Context: an optimization exercise on an open-source flow, tuned for a short achievable clock period and few clock cycles per item. The choices shown serve that exercise and are no tape-out recipe. The RTL was checked by simulation tests, not by an equivalence proof against the original design.

==> inputs of 09-05 <==
// go_back_n_sender_top
module go_back_n_sender_top #(
	parameter int WINDOW = 5
) (
	input  logic        clk,
	input  logic        arst_n,
	input  logic        in_valid,
	output logic        in_stall,
	input  logic [1:0]  command,
	input  logic [15:0] seq_num,
	input  logic        end_of_message,
	input  logic [15:0] conn_id,
	input  logic [15:0] dest_address,
	input  logic [15:0] src_address,
	input  logic [9:0]  payload_len,
	input  logic [31:0] payload_word,
	output logic        out_valid,
	input  logic        out_stall,
	output logic [2:0]  kind,
	output logic [15:0] out_seq,
	output logic        out_eom,
	output logic [15:0] out_conn,
	output logic [15:0] out_dest,
	output logic [15:0] out_src,
	output logic [9:0]  out_len,
	output logic [31:0] out_payload,
	output logic        last_of_run,
	input  logic        psel,
	input  logic        penable,
	input  logic        pwrite,
	input  logic [3:0]  paddr,
	input  logic [31:0] pwdata,
	output logic [31:0] prdata,
	output logic        pready
);
export LEC_CHECK = 0
export CAP_MARGIN = 20
export CORE_MARGIN = 2
export CORE_UTILIZATION = 40
export SLEW_MARGIN = 20
create_clock -name core_clock -period 5.0 [get_ports {clk}]
run.sh (not shown) runs the stock make flow with config.mk's settings and CLKGATE_MAP_FILE= SYNTH_SCRIPT=/design/flow/synth_recipe.tcl, a recipe that flattens the netlist after the stock synthesis.
==> 02-01 (differences from 09-05) <==
--- a/flow/design.v
+++ b/flow/design.v
@@ -44,36 +44,40 @@
 	output logic [2:0]  fire
 );
 	logic [16:0] rem_q [3];
 	logic [15:0] cnt_q [3];
 	logic [2:0]  armed_q;
 	logic [2:0]  le1_q;
 	logic [2:0]  le2_q;
 	logic [15:0] lim [3];
+	logic [16:0] diff_q [3];
 	assign lim[0] = lim_connect;
 	assign lim[1] = lim_retx;
 	assign lim[2] = lim_inact;
 	assign fire = armed_q & le1_q;
+	always_ff @(posedge clk) begin
+		for (int t = 0; t < 3; t++) diff_q[t] <= {1'b0, lim[t]} - {1'b0, cnt_q[t]};
+	end
 	always_ff @(posedge clk or negedge arst_n) begin
 		if (!arst_n) begin
 			armed_q <= '0;
 			le1_q   <= '0;
 			le2_q   <= '0;
 			for (int t = 0; t < 3; t++) begin
 				rem_q[t] <= '0;
 				cnt_q[t] <= '0;
 			end
 		end else begin
 			for (int t = 0; t < 3; t++) begin
 				if (recalc == 2'd2) begin
-					rem_q[t] <= {1'b0, lim[t]} - {1'b0, cnt_q[t]};
 				end else if (recalc == 2'd1) begin
-					le1_q[t] <= rem_q[t][16] || (rem_q[t][15:1] == 15'd0);
-					le2_q[t] <= rem_q[t][16] || (rem_q[t][15:2] == 14'd0 && rem_q[t][1:0] != 2'd3);
+					rem_q[t] <= diff_q[t];
+					le1_q[t] <= diff_q[t][16] || (diff_q[t][15:1] == 15'd0);
+					le2_q[t] <= diff_q[t][16] || (diff_q[t][15:2] == 14'd0 && diff_q[t][1:0] != 2'd3);
 				end else if (arm[t]) begin
 					armed_q[t] <= 1'b1;
 					cnt_q[t]   <= '0;
 					rem_q[t]   <= {1'b0, lim[t]};
 					le1_q[t]   <= (lim[t][15:1] == 15'd0);
 					le2_q[t]   <= (lim[t][15:2] == 14'd0 && lim[t][1:0] != 2'd3);
 				end else if (disarm[t]) begin
 					armed_q[t] <= 1'b0;
@@ -119,40 +123,42 @@
 	input  logic        penable,
 	input  logic        pwrite,
 	input  logic [3:0]  paddr,
 	input  logic [31:0] pwdata,
 	output logic [31:0] prdata,
 	output logic        pready
 );
 	localparam int W  = 5;         
-	localparam int D  = 16;        
-	localparam int DW = 4;
+	localparam int D  = 12;        
 	localparam int EW = 107 + 6;   
 	localparam logic [1:0] M_IDLE = 2'd0, M_AWAIT = 2'd1, M_CONN = 2'd2, M_BREAK = 2'd3;
 	logic          in_stall_q;
 	logic          iv_q;
 	logic [1:0]    icmd_q;
 	logic [106:0]  if_q;
 	logic [W-1:0]  mv_q;
 	logic          eqf_q;
 	logic          eq1_q;
 	logic [1:0]    mode_q;
-	logic [2:0]    cnt_q;
+	logic [W-1:0]  vld_q;     
 	logic [106:0]  win_q [W];
 	logic [15:0]   fin_q;
 	logic [15:0]   cc_q;
 	logic          rs_q;
-	logic [2:0]    rp_q;
+	logic [W-1:0]  rp_q;      
 	logic [1:0]    rc_q;
+	logic          blk_q;     
+	logic          go_q;      
+	logic [15:0]   limx_q [3];    
 	logic [15:0]   lim_q [3];
 	logic [EW-1:0] mem_q [D];
-	logic [DW-1:0] wp_q;
-	logic [DW-1:0] rd_q;
-	logic [DW:0]   fc_q;
+	logic [D-1:0]  wp_q;      
+	logic [D-1:0]  rd_q;      
+	logic [D-1:0]  fc_q;      
 	logic          ov_q;
 	logic [2:0]    ok_q;
 	logic [106:0]  of_q;
 	logic          ol_q;
 	logic          otwo_q;
 	logic          obrk_q;
 	gbn_pkg::frame_t ifr;
 	assign ifr = if_q;
@@ -162,80 +168,81 @@
 	always_comb begin
 		unique case (paddr[3:2])
 			REG_CONNECT: prdata = {16'd0, lim_q[0]};
 			REG_RETX:    prdata = {16'd0, lim_q[1]};
 			REG_INACT:   prdata = {16'd0, lim_q[2]};
 			default:     prdata = '0;
 		endcase
 	end
+	assign lim_q[0] = limx_q[0] ^ CONNECT_RESET;
+	assign lim_q[1] = limx_q[1] ^ RETX_RESET;
+	assign lim_q[2] = limx_q[2] ^ INACT_RESET;
 	always_ff @(posedge clk or negedge arst_n) begin
 		if (!arst_n) begin
-			lim_q[0] <= CONNECT_RESET;
-			lim_q[1] <= RETX_RESET;
-			lim_q[2] <= INACT_RESET;
+			limx_q[0] <= '0;
+			limx_q[1] <= '0;
+			limx_q[2] <= '0;
 		end else if (wr_en) begin
 			unique case (paddr[3:2])
-				REG_CONNECT: lim_q[0] <= pwdata[15:0];
-				REG_RETX:    lim_q[1] <= pwdata[15:0];
-				REG_INACT:   lim_q[2] <= pwdata[15:0];
+				REG_CONNECT: limx_q[0] <= pwdata[15:0] ^ CONNECT_RESET;
+				REG_RETX:    limx_q[1] <= pwdata[15:0] ^ RETX_RESET;
+				REG_INACT:   limx_q[2] <= pwdata[15:0] ^ INACT_RESET;
 				default: ;
 			endcase
 		end
 	end
 	logic [2:0] fire;
-	logic full, blk, go;
+	logic go;
+	logic [W-1:0] lst;
 	logic t_data, t_ack, t_abort, t_tick;
 	logic m_idle, m_await, m_conn, m_break, m_cb;
-	logic [W-1:0] vld, mvv, pre, sh;
+	logic [W-1:0] mvv, pre, sh;
 	logic newest_m;
 	logic tk_abort, tk_resend, cmd_abort, ack_conn, ack_break, ack_cb, disc, drop;
 	logic data_idle, data_conn, ack_await, await_conf, brk_conf, full5, rel_any;
 	logic push_p, push_r, push;
 	logic [2:0] arm, disarm;
 	logic rs_d;
-	assign full = (fc_q == (DW+1)'(D));
-	assign blk  = rs_q || (rc_q != 2'd0) || full;
-	assign go   = iv_q && !blk;
+	assign go   = go_q;
 	assign t_data  = (icmd_q == CMD_DATA);
 	assign t_ack   = (icmd_q == CMD_ACK);
 	assign t_abort = (icmd_q == CMD_ABORT);
 	assign t_tick  = (icmd_q == CMD_TICK);
 	assign m_idle  = (mode_q == M_IDLE);
 	assign m_await = (mode_q == M_AWAIT);
 	assign m_conn  = (mode_q == M_CONN);
 	assign m_break = (mode_q == M_BREAK);
 	assign m_cb    = mode_q[1];
 	always_comb begin
-		for (int j = 0; j < W; j++) vld[j] = (cnt_q > 3'(j));
-		mvv = mv_q & vld;
+		lst = vld_q & ~{1'b0, vld_q[W-1:1]};
+		mvv = mv_q & vld_q;
 		pre[0] = mvv[0];
 		for (int j = 1; j < W; j++) pre[j] = pre[j-1] | mvv[j];
-		newest_m = 1'b0;
-		for (int j = 0; j < W; j++) if (cnt_q == 3'(j + 1)) newest_m = mv_q[j];
+		newest_m = |(mv_q & lst);
 	end
 	assign rel_any = pre[W-1];
 	assign tk_abort   = t_tick && ((m_await && fire[0]) || (m_cb && fire[2]));
 	assign tk_resend  = t_tick && m_cb && !fire[2] && fire[1];
 	assign cmd_abort  = t_abort && m_cb;
 	assign ack_conn   = t_ack && m_conn;
 	assign ack_break  = t_ack && m_break;
 	assign ack_cb     = t_ack && m_cb;
 	assign disc       = ack_conn && eqf_q;
 	assign drop       = tk_abort || cmd_abort || disc;
 	assign data_idle  = t_data && m_idle;
 	assign data_conn  = t_data && m_conn;
 	assign ack_await  = t_ack && m_await;
 	assign await_conf = ack_await && eq1_q;
 	assign brk_conf   = ack_break && newest_m;
-	assign full5      = (cnt_q == 3'd4);
+	assign full5      = vld_q[3] && !vld_q[4];
 	assign sh         = (go && ack_cb) ? pre : '0;
 	assign push_p = go && (data_idle || await_conf || cmd_abort || tk_abort || disc ||
 		data_conn || brk_conf);
-	assign push_r = rs_q && !full;
+	assign push_r = rs_q && !fc_q[D-2];
 	assign push   = push_p || push_r;
 	always_comb begin
 		arm = 3'b000; disarm = 3'b000;
 		if (go) begin
 			if (drop) begin
 				disarm = 3'b111;
 			end else begin
 				if (data_idle)  arm[0] = 1'b1;
@@ -248,25 +255,25 @@
 			end
 		end
 	end
 	gbn_timers u_timers (
 		.clk(clk), .arst_n(arst_n), .tick(go && t_tick), .arm(arm), .disarm(disarm),
 		.recalc(rc_q), .lim_connect(lim_q[0]), .lim_retx(lim_q[1]), .lim_inact(lim_q[2]),
 		.fire(fire)
 	);
-	assign rs_d = (go && tk_resend && cnt_q != 3'd0) ||
-		(rs_q && !(push_r && rp_q + 3'd1 == cnt_q));
+	assign rs_d = (go && tk_resend && vld_q[0]) ||
+		(rs_q && !(push_r && |(rp_q & lst)));
 	logic [EW-1:0] ent;
 	logic [106:0]  win_rp;
 	always_comb begin
-		win_rp = win_q[0];
-		for (int j = 1; j < W; j++) if (rp_q == 3'(j)) win_rp = win_q[j];
+		win_rp = '0;
+		for (int j = 0; j < W; j++) win_rp = win_rp | (rp_q[j] ? win_q[j] : 107'd0);
 		if (rs_q) begin
-			ent = {KIND_DATA, (rp_q + 3'd1 == cnt_q), 1'b0, 1'b0, win_rp};
+			ent = {KIND_DATA, |(rp_q & lst), 1'b0, 1'b0, win_rp};
 		end else begin
 			ent[106:91] = (t_abort || t_tick || (t_ack && m_conn)) ? 16'd0 : ifr.seq;
 			ent[90:75]  = t_tick ? cc_q : ifr.conn;
 			ent[74:0]   = t_data ? if_q[74:0] : 75'd0;
 			ent[EW-1:EW-3] = t_data ? KIND_DATA : t_ack ? (m_conn ? KIND_DISC : KIND_CONF) : KIND_ABORT;
 			ent[109] = !(t_data && m_conn);
 			ent[108] = t_data && m_conn;
 			ent[107] = full5;
@@ -277,85 +284,94 @@
 	logic [W-1:0] mv_d;
 	always_comb begin
 		for (int j = 0; j < W; j++) eqw[j] = (seq_num == win_q[j][106:91]);
 		eqw[W] = 1'b0;
 		eqi   = (seq_num == ifr.seq);
 		eq0   = (seq_num == 16'd0);
 		eqfin = (seq_num == fin_q);
 		for (int j = 0; j < W; j++)
-			mv_d[j] = (cnt_q <= 3'(j)) ? eqi : (sh[j] ? eqw[j+1] : eqw[j]);
+			mv_d[j] = !vld_q[j] ? eqi : (sh[j] ? eqw[j+1] : eqw[j]);
 	end
 	always_ff @(posedge clk) begin
 		if (!in_stall_q) begin
 			icmd_q <= command;
 			if_q   <= {seq_num, conn_id, end_of_message, payload_len, src_address,
 				dest_address, payload_word};
 			mv_q   <= mv_d;
 			eqf_q  <= (go && drop) ? eq0 : (go && data_conn && ifr.eom) ? eqi : eqfin;
 			eq1_q  <= (seq_num == 16'd1);
 		end
 		for (int j = 0; j < W; j++) begin
-			if (cnt_q <= 3'(j)) win_q[j] <= if_q;
+			if (!vld_q[j]) win_q[j] <= if_q;
 			else if (sh[j] && j < W - 1) win_q[j] <= win_q[(j < W - 1) ? j + 1 : j];
 		end
 		for (int e = 0; e < D; e++)
-			if (wp_q == DW'(e) && !full) mem_q[e] <= ent;
+			if (wp_q[e] && !fc_q[D-1]) mem_q[e] <= ent;
 	end
-	logic ld, take;
+	logic ld, take, iv_d, blk_d;
+	assign iv_d  = !in_stall_q ? in_valid : (go ? 1'b0 : iv_q);
+	assign blk_d = rs_d || wr_en || (rc_q == 2'd2);
 	assign take = ov_q && !out_stall;
-	assign ld   = (!ov_q || (take && !otwo_q)) && (fc_q != '0);
+	assign ld   = (!ov_q || (take && !otwo_q)) && fc_q[0];
 	always_ff @(posedge clk or negedge arst_n) begin
 		if (!arst_n) begin
 			in_stall_q <= 1'b0;
 			iv_q   <= 1'b0;
 			mode_q <= M_IDLE;
-			cnt_q  <= '0;
+			vld_q  <= '0;
 			fin_q  <= '0;
 			cc_q   <= '0;
 			rs_q   <= 1'b0;
 			rp_q   <= '0;
 			rc_q   <= '0;
-			wp_q   <= '0;
-			rd_q   <= '0;
+			blk_q  <= 1'b0;
+			go_q   <= 1'b0;
+			wp_q   <= D'(1);
+			rd_q   <= D'(1);
 			fc_q   <= '0;
 			ov_q   <= 1'b0;
 		end else begin
-			in_stall_q <= wr_en || (rc_q == 2'd2) || rs_d || (fc_q >= (DW+1)'(D - 2));
-			if (!in_stall_q) iv_q <= in_valid;
-			else if (go)     iv_q <= 1'b0;
+			in_stall_q <= wr_en || (rc_q == 2'd2) || rs_d || fc_q[D-3];
+			iv_q  <= iv_d;
+			blk_q <= blk_d;
+			go_q  <= iv_d && !blk_d;
 			rc_q <= wr_en ? 2'd2 : (rc_q != 2'd0) ? rc_q - 2'd1 : 2'd0;
 			rs_q <= rs_d;
-			if (go && tk_resend) rp_q <= '0;
-			else if (push_r)     rp_q <= rp_q + 3'd1;
+			if (go && tk_resend) rp_q <= W'(1);
+			else if (push_r)     rp_q <= {rp_q[W-2:0], 1'b0};
 			if (go) begin
 				if (drop) begin
 					mode_q <= M_IDLE;
-					cnt_q  <= '0;
+					vld_q  <= '0;
 					fin_q  <= '0;
 				end else begin
 					if (data_idle)  mode_q <= M_AWAIT;
 					if (await_conf) mode_q <= M_CONN;
 					if (data_conn && full5) mode_q <= M_BREAK;
 					if (brk_conf)   mode_q <= M_CONN;
-					if (data_conn)  cnt_q <= cnt_q + 3'd1;
-					else if (ack_cb && rel_any) cnt_q <= cnt_q - 3'd1;
+					if (data_conn)  vld_q <= {vld_q[W-2:0], 1'b1};
+					else if (ack_cb && rel_any) vld_q <= {1'b0, vld_q[W-1:1]};
 					if (data_conn && ifr.eom) fin_q <= ifr.seq;
 				end
 				if (data_idle || data_conn || ack_await) cc_q <= ifr.conn;
 			end
-			if (push) wp_q <= wp_q + DW'(1);
-			if (ld)   rd_q <= rd_q + DW'(1);
-			fc_q <= fc_q + (DW+1)'(push) - (DW+1)'(ld);
+			if (push) wp_q <= {wp_q[D-2:0], wp_q[D-1]};
+			if (ld)   rd_q <= {rd_q[D-2:0], rd_q[D-1]};
+			if (push && !ld)      fc_q <= {fc_q[D-2:0], 1'b1};
+			else if (ld && !push) fc_q <= {1'b0, fc_q[D-1:1]};
 			if (ld) ov_q <= 1'b1;
 			else if (take && !otwo_q) ov_q <= 1'b0;
 		end
 	end
 	logic [EW-1:0] head;
-	assign head = mem_q[rd_q];
+	always_comb begin
+		head = '0;
+		for (int e = 0; e < D; e++) head = head | (rd_q[e] ? mem_q[e] : {EW{1'b0}});
+	end
 	always_ff @(posedge clk) begin
 		if (ld) begin
 			ok_q   <= head[EW-1:EW-3];
 			ol_q   <= head[109];
 			otwo_q <= head[108];
 			obrk_q <= head[107];
 			of_q   <= head[106:0];
 		end else if (take && otwo_q) begin
==> flow/config.mk (replaced) <==
export PLATFORM = sky130hd
export DESIGN_NAME = go_back_n_sender_top
export DESIGN_NICKNAME = go_back_n_sender_top
export VERILOG_FILES = /design/flow/design.v
export SDC_FILE = /design/flow/constraint.sdc
export NUM_CORES = 4
export LEC_CHECK = 0
export CAP_MARGIN = 20
export CORE_MARGIN = 2
export CORE_UTILIZATION = 55
export SETUP_SLACK_MARGIN = 2.6
export SLEW_MARGIN = 20
export TNS_END_PERCENT = 10
==> 02-07 (differences from 09-05) <==
--- a/flow/design.v
+++ b/flow/design.v
@@ -142,17 +142,17 @@
 	logic [15:0]   cc_q;
 	logic          rs_q;
 	logic [2:0]    rp_q;
 	logic [1:0]    rc_q;
 	logic [15:0]   lim_q [3];
 	logic [EW-1:0] mem_q [D];
 	logic [DW-1:0] wp_q;
 	logic [DW-1:0] rd_q;
-	logic [DW:0]   fc_q;
+	logic [D-1:0]  fc_q;      
 	logic          ov_q;
 	logic [2:0]    ok_q;
 	logic [106:0]  of_q;
 	logic          ol_q;
 	logic          otwo_q;
 	logic          obrk_q;
 	gbn_pkg::frame_t ifr;
 	assign ifr = if_q;
@@ -187,17 +187,17 @@
 	logic m_idle, m_await, m_conn, m_break, m_cb;
 	logic [W-1:0] vld, mvv, pre, sh;
 	logic newest_m;
 	logic tk_abort, tk_resend, cmd_abort, ack_conn, ack_break, ack_cb, disc, drop;
 	logic data_idle, data_conn, ack_await, await_conf, brk_conf, full5, rel_any;
 	logic push_p, push_r, push;
 	logic [2:0] arm, disarm;
 	logic rs_d;
-	assign full = (fc_q == (DW+1)'(D));
+	assign full = fc_q[D-1];
 	assign blk  = rs_q || (rc_q != 2'd0) || full;
 	assign go   = iv_q && !blk;
 	assign t_data  = (icmd_q == CMD_DATA);
 	assign t_ack   = (icmd_q == CMD_ACK);
 	assign t_abort = (icmd_q == CMD_ABORT);
 	assign t_tick  = (icmd_q == CMD_TICK);
 	assign m_idle  = (mode_q == M_IDLE);
 	assign m_await = (mode_q == M_AWAIT);
@@ -297,34 +297,34 @@
 			if (cnt_q <= 3'(j)) win_q[j] <= if_q;
 			else if (sh[j] && j < W - 1) win_q[j] <= win_q[(j < W - 1) ? j + 1 : j];
 		end
 		for (int e = 0; e < D; e++)
 			if (wp_q == DW'(e) && !full) mem_q[e] <= ent;
 	end
 	logic ld, take;
 	assign take = ov_q && !out_stall;
-	assign ld   = (!ov_q || (take && !otwo_q)) && (fc_q != '0);
+	assign ld   = (!ov_q || (take && !otwo_q)) && fc_q[0];
 	always_ff @(posedge clk or negedge arst_n) begin
 		if (!arst_n) begin
 			in_stall_q <= 1'b0;
 			iv_q   <= 1'b0;
 			mode_q <= M_IDLE;
 			cnt_q  <= '0;
 			fin_q  <= '0;
 			cc_q   <= '0;
 			rs_q   <= 1'b0;
 			rp_q   <= '0;
 			rc_q   <= '0;
 			wp_q   <= '0;
 			rd_q   <= '0;
 			fc_q   <= '0;
 			ov_q   <= 1'b0;
 		end else begin
-			in_stall_q <= wr_en || (rc_q == 2'd2) || rs_d || (fc_q >= (DW+1)'(D - 2));
+			in_stall_q <= wr_en || (rc_q == 2'd2) || rs_d || fc_q[D-3];
 			if (!in_stall_q) iv_q <= in_valid;
 			else if (go)     iv_q <= 1'b0;
 			rc_q <= wr_en ? 2'd2 : (rc_q != 2'd0) ? rc_q - 2'd1 : 2'd0;
 			rs_q <= rs_d;
 			if (go && tk_resend) rp_q <= '0;
 			else if (push_r)     rp_q <= rp_q + 3'd1;
 			if (go) begin
 				if (drop) begin
@@ -339,17 +339,18 @@
 					if (data_conn)  cnt_q <= cnt_q + 3'd1;
 					else if (ack_cb && rel_any) cnt_q <= cnt_q - 3'd1;
 					if (data_conn && ifr.eom) fin_q <= ifr.seq;
 				end
 				if (data_idle || data_conn || ack_await) cc_q <= ifr.conn;
 			end
 			if (push) wp_q <= wp_q + DW'(1);
 			if (ld)   rd_q <= rd_q + DW'(1);
-			fc_q <= fc_q + (DW+1)'(push) - (DW+1)'(ld);
+			if (push && !ld)      fc_q <= {fc_q[D-2:0], 1'b1};
+			else if (ld && !push) fc_q <= {1'b0, fc_q[D-1:1]};
 			if (ld) ov_q <= 1'b1;
 			else if (take && !otwo_q) ov_q <= 1'b0;
 		end
 	end
 	logic [EW-1:0] head;
 	assign head = mem_q[rd_q];
 	always_ff @(posedge clk) begin
 		if (ld) begin
==> flow/config.mk (replaced) <==
export PLATFORM = sky130hd
export DESIGN_NAME = go_back_n_sender_top
export DESIGN_NICKNAME = go_back_n_sender_top
export VERILOG_FILES = /design/flow/design.v
export SDC_FILE = /design/flow/constraint.sdc
export NUM_CORES = 4
export LEC_CHECK = 0
export CAP_MARGIN = 20
export CORE_MARGIN = 2
export CORE_UTILIZATION = 40
export SETUP_SLACK_MARGIN = 2.0
export SLEW_MARGIN = 20
==> notes.md <==
post-route ant nets=1; layout violations=antenna rules; DR vias/cell=6.146; layout cell share with drive strength beyond 1=19.28%; row cnt=196; run status=complete, but fails checks; Max stage delay cell, worst path=dfrtp_2
# the run above: 02-07

==> notes.md <==
post-route ant nets=0; number of remaining DRC errors=0; DR vias/cell=6.524; run status=complete, no violations; FF-to-FF Start=mode_q[0]$_DFFE_PN0P_; Max stage delay cell, worst path=dfrtp_2
# the run above: 02-01

==> notes.md <==
post-route ant nets=0; row cnt=197; run status=complete, no violations; Max stage delay cell, worst path=clkdlybuf4s50_1
# the run above: 09-05

Testbench counts of 09-05, summed over its fixed seeds: cycles 5,635, commands 5,600.
Testbench counts of 02-01, summed over its fixed seeds: cycles 5,635, commands 5,600.
Testbench counts of 02-07, summed over its fixed seeds: cycles 5,635, commands 5,600.

-- what the ideal ports hide --
How much do the figures lean on ideal ports? The routed layouts below were timed once more, with nothing changed but the port constraints. Step 1: set_driving_cell puts a clkbuf_16 on clk and a buf_2 on each other input, an assumption about the parent block. Step 2 times the ports against the registers' clock, not the clock port: input delays grow and output delays shrink by t, the midpoint of the rising clock arrivals with the driver on. Slacks: no drivers / after step 1 / after step 2; pairs: no drivers / after step 1.
| run | t, ns | setup WS [ns] | pins driven straight from the clock port |
|---|---|---|---|
| 09-05 | 0.944 | 0.885 / 0.862 / 0.862 | 1 |
| 02-01 | 0.953 | 2.194 / 2.108 / 1.426 | 1 |
| 02-07 | 0.937 | 1.965 / 1.940 / 1.288 | 1 |
The setup slack of 02-01, which loses most, moves by -0.086 ns with the drivers and by -0.768 ns with both steps.
